Background: an optimization exercise with open tools, aiming at small area. Do not read the settings as production practice.
Only simulation tests tie the RTL to the original design; equivalence was not proved.
Power is estimated from default activity; no workload was simulated.

==> flow/design.v <==
`timescale 1ns/1ps
`default_nettype none
module orderBookDirectoryParser
(
    input  wire logic                    clk,
    input  wire logic                    rst,
    input  wire logic [(8 * 8)-1:0]   dataIn,
    input  wire logic                    wordValid,
    input  wire logic                    start,
    input  wire logic [3-1:0] startOffset,
    output logic                         recordValid,
    output logic [31:0]                  timeStamp,
    output logic [31:0]                  orderBookId,
    output logic [(8 * 8)-1:0]        symbol,
    output logic [95:0]                  isin,
    output logic [7:0]                   financialProduct,
    output logic [23:0]                  tradingCurrency,
    output logic [15:0]                  decimalsInPrice,
    output logic [15:0]                  decimalsInNominalValue,
    output logic [31:0]                  oddLotSize,
    output logic [31:0]                  roundLotSize,
    output logic [31:0]                  blockLotSize,
    output logic [(8 * 8)-1:0]        nominalValue
);
    localparam int MSG_BYTES = 7 * 8;
    localparam int MSG_BITS = MSG_BYTES * 8;
    logic [2:0]              beat;        
    logic [3-1:0] offset;      
    logic                    pending;     
    logic [MSG_BITS-1:0]     msgBuf;      
    logic [MSG_BITS-1:0]     record;
    logic                    busy;
    logic                    firstBeat;
    logic                    anyBeat;
    logic                    lastBeat;
    logic [3-1:0] shift;
    logic [(8 * 8)-1:0]   rotWord;
    logic [7:0]              beatIs;      
    logic [7:0]              wraps;       
    logic [MSG_BYTES-1:0]    writeByte;
    logic [MSG_BYTES-1:0]    keepByte;
    logic                    loadRecord;
    logic                    holdRecord;
    function automatic logic [2:0] gray(input logic [2:0] n);
        gray = n ^ (n >> 1);
    endfunction
    function automatic logic [2:0] grayNext(input logic [2:0] g);
        case (g)
            3'b000: grayNext = 3'b001;
            3'b001: grayNext = 3'b011;
            3'b011: grayNext = 3'b010;
            3'b010: grayNext = 3'b110;
            3'b110: grayNext = 3'b111;
            3'b111: grayNext = 3'b101;
            3'b101: grayNext = 3'b100;
            default: grayNext = 3'b000;
        endcase
    endfunction
    assign busy = (beat != 3'd0);
    assign firstBeat = !busy && wordValid && start;
    assign anyBeat = firstBeat || (busy && wordValid);
    assign lastBeat = busy && wordValid &&
                      ((beat == gray(3'd7)) || ((beat == gray(3'd6)) && (offset == '0)));
    for (genvar i = 0; i < 3; i++) begin : g_shift
        selectBit shiftSel (
            .a    (offset[i]),
            .aSel (busy),
            .b    (startOffset[i]),
            .bSel (!busy),
            .y    (shift[i])
        );
    end
    always_ff @(posedge clk) begin
        if (rst) begin
            beat <= 3'd0;
            pending <= 1'b0;
            recordValid <= 1'b0;
        end else begin
            pending <= lastBeat;
            recordValid <= pending;
            if (lastBeat) begin
                beat <= 3'd0;
            end else if (anyBeat) begin
                beat <= grayNext(beat);
            end
        end
    end
    always_ff @(posedge clk) begin
        if (firstBeat) begin
            offset <= startOffset;
        end
    end
    byteRotator rotatorInst (
        .word  (dataIn),
        .shift (shift),
        .shiftN (~shift),
        .y     (rotWord)
    );
    always_comb begin
        for (int b = 0; b < 8; b++) begin
            beatIs[b] = anyBeat && (beat == gray(3'(b)));
        end
        for (int j = 0; j < 8; j++) begin
            wraps[j] = (j > 0) && (shift >= 3'(8 - j));
        end
    end
    for (genvar w = 0; w < 7; w++) begin : g_word
        assign writeByte[8 * w] = beatIs[w];
        assign keepByte[8 * w] = !beatIs[w];
        for (genvar j = 1; j < 8; j++) begin : g_byte
            byteEnable enableInst (
                .wraps  (wraps[j]),
                .wrapsN (!wraps[j]),
                .now    (beatIs[w]),
                .next   (beatIs[w + 1]),
                .write  (writeByte[8 * w + j]),
                .keep   (keepByte[8 * w + j])
            );
        end
    end
    assign loadRecord = pending && !rst;
    assign holdRecord = !pending && !rst;
    logic [MSG_BITS-1:0] msgBufNext;
    logic [MSG_BITS-1:0] recordNext;
    for (genvar i = 0; i < MSG_BITS; i++) begin : g_bit
        selectBit bufSel (
            .a    (rotWord[i % (8 * 8)]),
            .aSel (writeByte[i / 8]),
            .b    (msgBuf[i]),
            .bSel (keepByte[i / 8]),
            .y    (msgBufNext[i])
        );
        selectBit recordSel (
            .a    (msgBuf[i]),
            .aSel (loadRecord),
            .b    (record[i]),
            .bSel (holdRecord),
            .y    (recordNext[i])
        );
    end
    always_ff @(posedge clk) begin
        msgBuf <= msgBufNext;
        record <= recordNext;
    end
    assign timeStamp = record[31:0];
    assign orderBookId = record[63:32];
    assign symbol = record[127:64];
    assign isin = record[223:128];
    assign financialProduct = record[231:224];
    assign tradingCurrency = record[255:232];
    assign decimalsInPrice = record[271:256];
    assign decimalsInNominalValue = record[287:272];
    assign oddLotSize = record[319:288];
    assign roundLotSize = record[351:320];
    assign blockLotSize = record[383:352];
    assign nominalValue = record[447:384];
endmodule
module selectBit
(
    input  wire logic a,
    input  wire logic aSel,
    input  wire logic b,
    input  wire logic bSel,
    output logic      y
);
    assign y = (a & aSel) | (b & bSel);
endmodule
module byteEnable
(
    input  wire logic wraps,
    input  wire logic wrapsN,
    input  wire logic now,
    input  wire logic next,
    output logic      write,
    output logic      keep
);
    selectBit writeInst (
        .a    (next),
        .aSel (wraps),
        .b    (now),
        .bSel (wrapsN),
        .y    (write)
    );
    assign keep = !write;
endmodule
module byteRotator
(
    input  wire logic [(8 * 8)-1:0]   word,
    input  wire logic [3-1:0] shift,
    input  wire logic [3-1:0] shiftN,
    output logic [(8 * 8)-1:0]        y
);
    logic [(8 * 8)-1:0] by1;     
    logic [(8 * 8)-1:0] by2;     
    for (genvar i = 0; i < (8 * 8); i++) begin : g_bit
        selectBit stage1 (
            .a    (word[(i + 8) % (8 * 8)]),
            .aSel (shift[0]),
            .b    (word[i]),
            .bSel (shiftN[0]),
            .y    (by1[i])
        );
        selectBit stage2 (
            .a    (by1[(i + 16) % (8 * 8)]),
            .aSel (shift[1]),
            .b    (by1[i]),
            .bSel (shiftN[1]),
            .y    (by2[i])
        );
        selectBit stage3 (
            .a    (by2[(i + 32) % (8 * 8)]),
            .aSel (shift[2]),
            .b    (by2[i]),
            .bSel (shiftN[2]),
            .y    (y[i])
        );
    end
endmodule
`default_nettype wire
==> flow/config.mk <==
export PLATFORM = sky130hd
export DESIGN_NAME = orderBookDirectoryParser
export DESIGN_NICKNAME = orderBookDirectoryParser
export VERILOG_FILES = /design/flow/design.v
export SDC_FILE = /design/flow/constraint.sdc
export NUM_CORES = 4
export LEC_CHECK = 0
export CAP_MARGIN = 20
export CORE_MARGIN = 2
export CORE_UTILIZATION = 75
export SLEW_MARGIN = 20
export SYNTH_HIERARCHICAL = 1
==> flow/constraint.sdc <==
create_clock -name core_clock -period 5.0 [get_ports {clk}]
set_input_delay 1.0000 -clock core_clock [delete_from_list [all_inputs] [get_ports {clk}]]
set_output_delay 1.0000 -clock core_clock [all_outputs]
set_load 0.01 [all_outputs]
standard.sh (not shown) runs the stock make flow with config.mk's settings and CLKGATE_MAP_FILE= SYNTH_SCRIPT=/design/flow/synth_recipe.tcl, a recipe that flattens the netlist after the stock synthesis.
==> flow/flow/run.sh <==
#!/bin/bash
# The standard layout, with two changes: the port buffers are the smallest
# buffer cell, and clock tree synthesis is tuned for area.
set -euo pipefail
bash standard.sh synth > synth.log 2>&1
bash standard.sh \
    "BUFFER_PORTS_ARGS=-buffer_cell sky130_fd_sc_hd__buf_1" \
    "CTS_ARGS=-sink_clustering_enable -repair_clock_nets -dont_use_dummy_load -buf_list sky130_fd_sc_hd__clkbuf_8 -sink_clustering_size 18 -sink_clustering_max_diameter 50" \
    finish > layout.log 2>&1
The first run ran to the end with no violations.
Edit:
--- a/flow/design.v
+++ b/flow/design.v
@@ -38,53 +38,30 @@
     logic [7:0]              beatIs;      
     logic [7:0]              wraps;       
     logic [MSG_BYTES-1:0]    writeByte;
     logic [MSG_BYTES-1:0]    keepByte;
     logic                    loadRecord;
     logic                    holdRecord;
-    function automatic logic [2:0] gray(input logic [2:0] n);
-        gray = n ^ (n >> 1);
-    endfunction
-    function automatic logic [2:0] grayNext(input logic [2:0] g);
-        case (g)
-            3'b000: grayNext = 3'b001;
-            3'b001: grayNext = 3'b011;
-            3'b011: grayNext = 3'b010;
-            3'b010: grayNext = 3'b110;
-            3'b110: grayNext = 3'b111;
-            3'b111: grayNext = 3'b101;
-            3'b101: grayNext = 3'b100;
-            default: grayNext = 3'b000;
-        endcase
-    endfunction
     assign busy = (beat != 3'd0);
     assign firstBeat = !busy && wordValid && start;
     assign anyBeat = firstBeat || (busy && wordValid);
     assign lastBeat = busy && wordValid &&
-                      ((beat == gray(3'd7)) || ((beat == gray(3'd6)) && (offset == '0)));
-    for (genvar i = 0; i < 3; i++) begin : g_shift
-        selectBit shiftSel (
-            .a    (offset[i]),
-            .aSel (busy),
-            .b    (startOffset[i]),
-            .bSel (!busy),
-            .y    (shift[i])
-        );
-    end
+                      ((beat == 3'd7) || ((beat == 3'd6) && (offset == '0)));
+    assign shift = busy ? offset : startOffset;
     always_ff @(posedge clk) begin
         if (rst) begin
             beat <= 3'd0;
             pending <= 1'b0;
             recordValid <= 1'b0;
         end else begin
             pending <= lastBeat;
             recordValid <= pending;
             if (lastBeat) begin
                 beat <= 3'd0;
             end else if (anyBeat) begin
-                beat <= grayNext(beat);
+                beat <= beat + 3'd1;
             end
         end
     end
     always_ff @(posedge clk) begin
         if (firstBeat) begin
             offset <= startOffset;
@@ -95,13 +72,13 @@
         .shift (shift),
         .shiftN (~shift),
         .y     (rotWord)
     );
     always_comb begin
         for (int b = 0; b < 8; b++) begin
-            beatIs[b] = anyBeat && (beat == gray(3'(b)));
+            beatIs[b] = anyBeat && (beat == 3'(b));
         end
         for (int j = 0; j < 8; j++) begin
             wraps[j] = (j > 0) && (shift >= 3'(8 - j));
         end
     end
     for (genvar w = 0; w < 7; w++) begin : g_word
Effect: Via count climbs slightly; design area rises slightly; fmax grows by a few percent; synthesized cell count climbs slightly; count of clock-buffer cells in the layout does not change; global-route usage went up by 0.25 points; utilization grows by 0.31 points; combinational power rises by a quarter to a third; clock skew grows by 0.028 ns.

-- afterwards: timing with drivers on the ports --
In the flow no input, the clock included, has a driving cell. The finished layouts below were timed again as built, in two steps.
Step 1: set_driving_cell puts a clkbuf_16 on clk and a buf_2 on each other input, an assumption about the parent block.
Step 2 times the ports against the registers' clock, not the clock port: input delays grow and output delays shrink by t, the midpoint of the rising clock arrivals with the driver on.
Three values: ideal ports, drivers, drivers and shift; two values: the first two.
run | t, ns | setup slack, ns | worst setup path after step 2 | worst slew at a driven data input, ns | pins driven straight from the clock port
the first run | 0.748 | 1.164 / 1.164 / 0.993 | input to register | 0.15 | 1
the second run | 0.742 | 1.403 / 1.403 / 1.118 | input to register | 0.16 | 1
After both steps setup and hold are still met in every run listed. For the second run, which loses most, drivers alone change the setup slack by 0.000 ns; drivers and shift together by -0.285 ns.
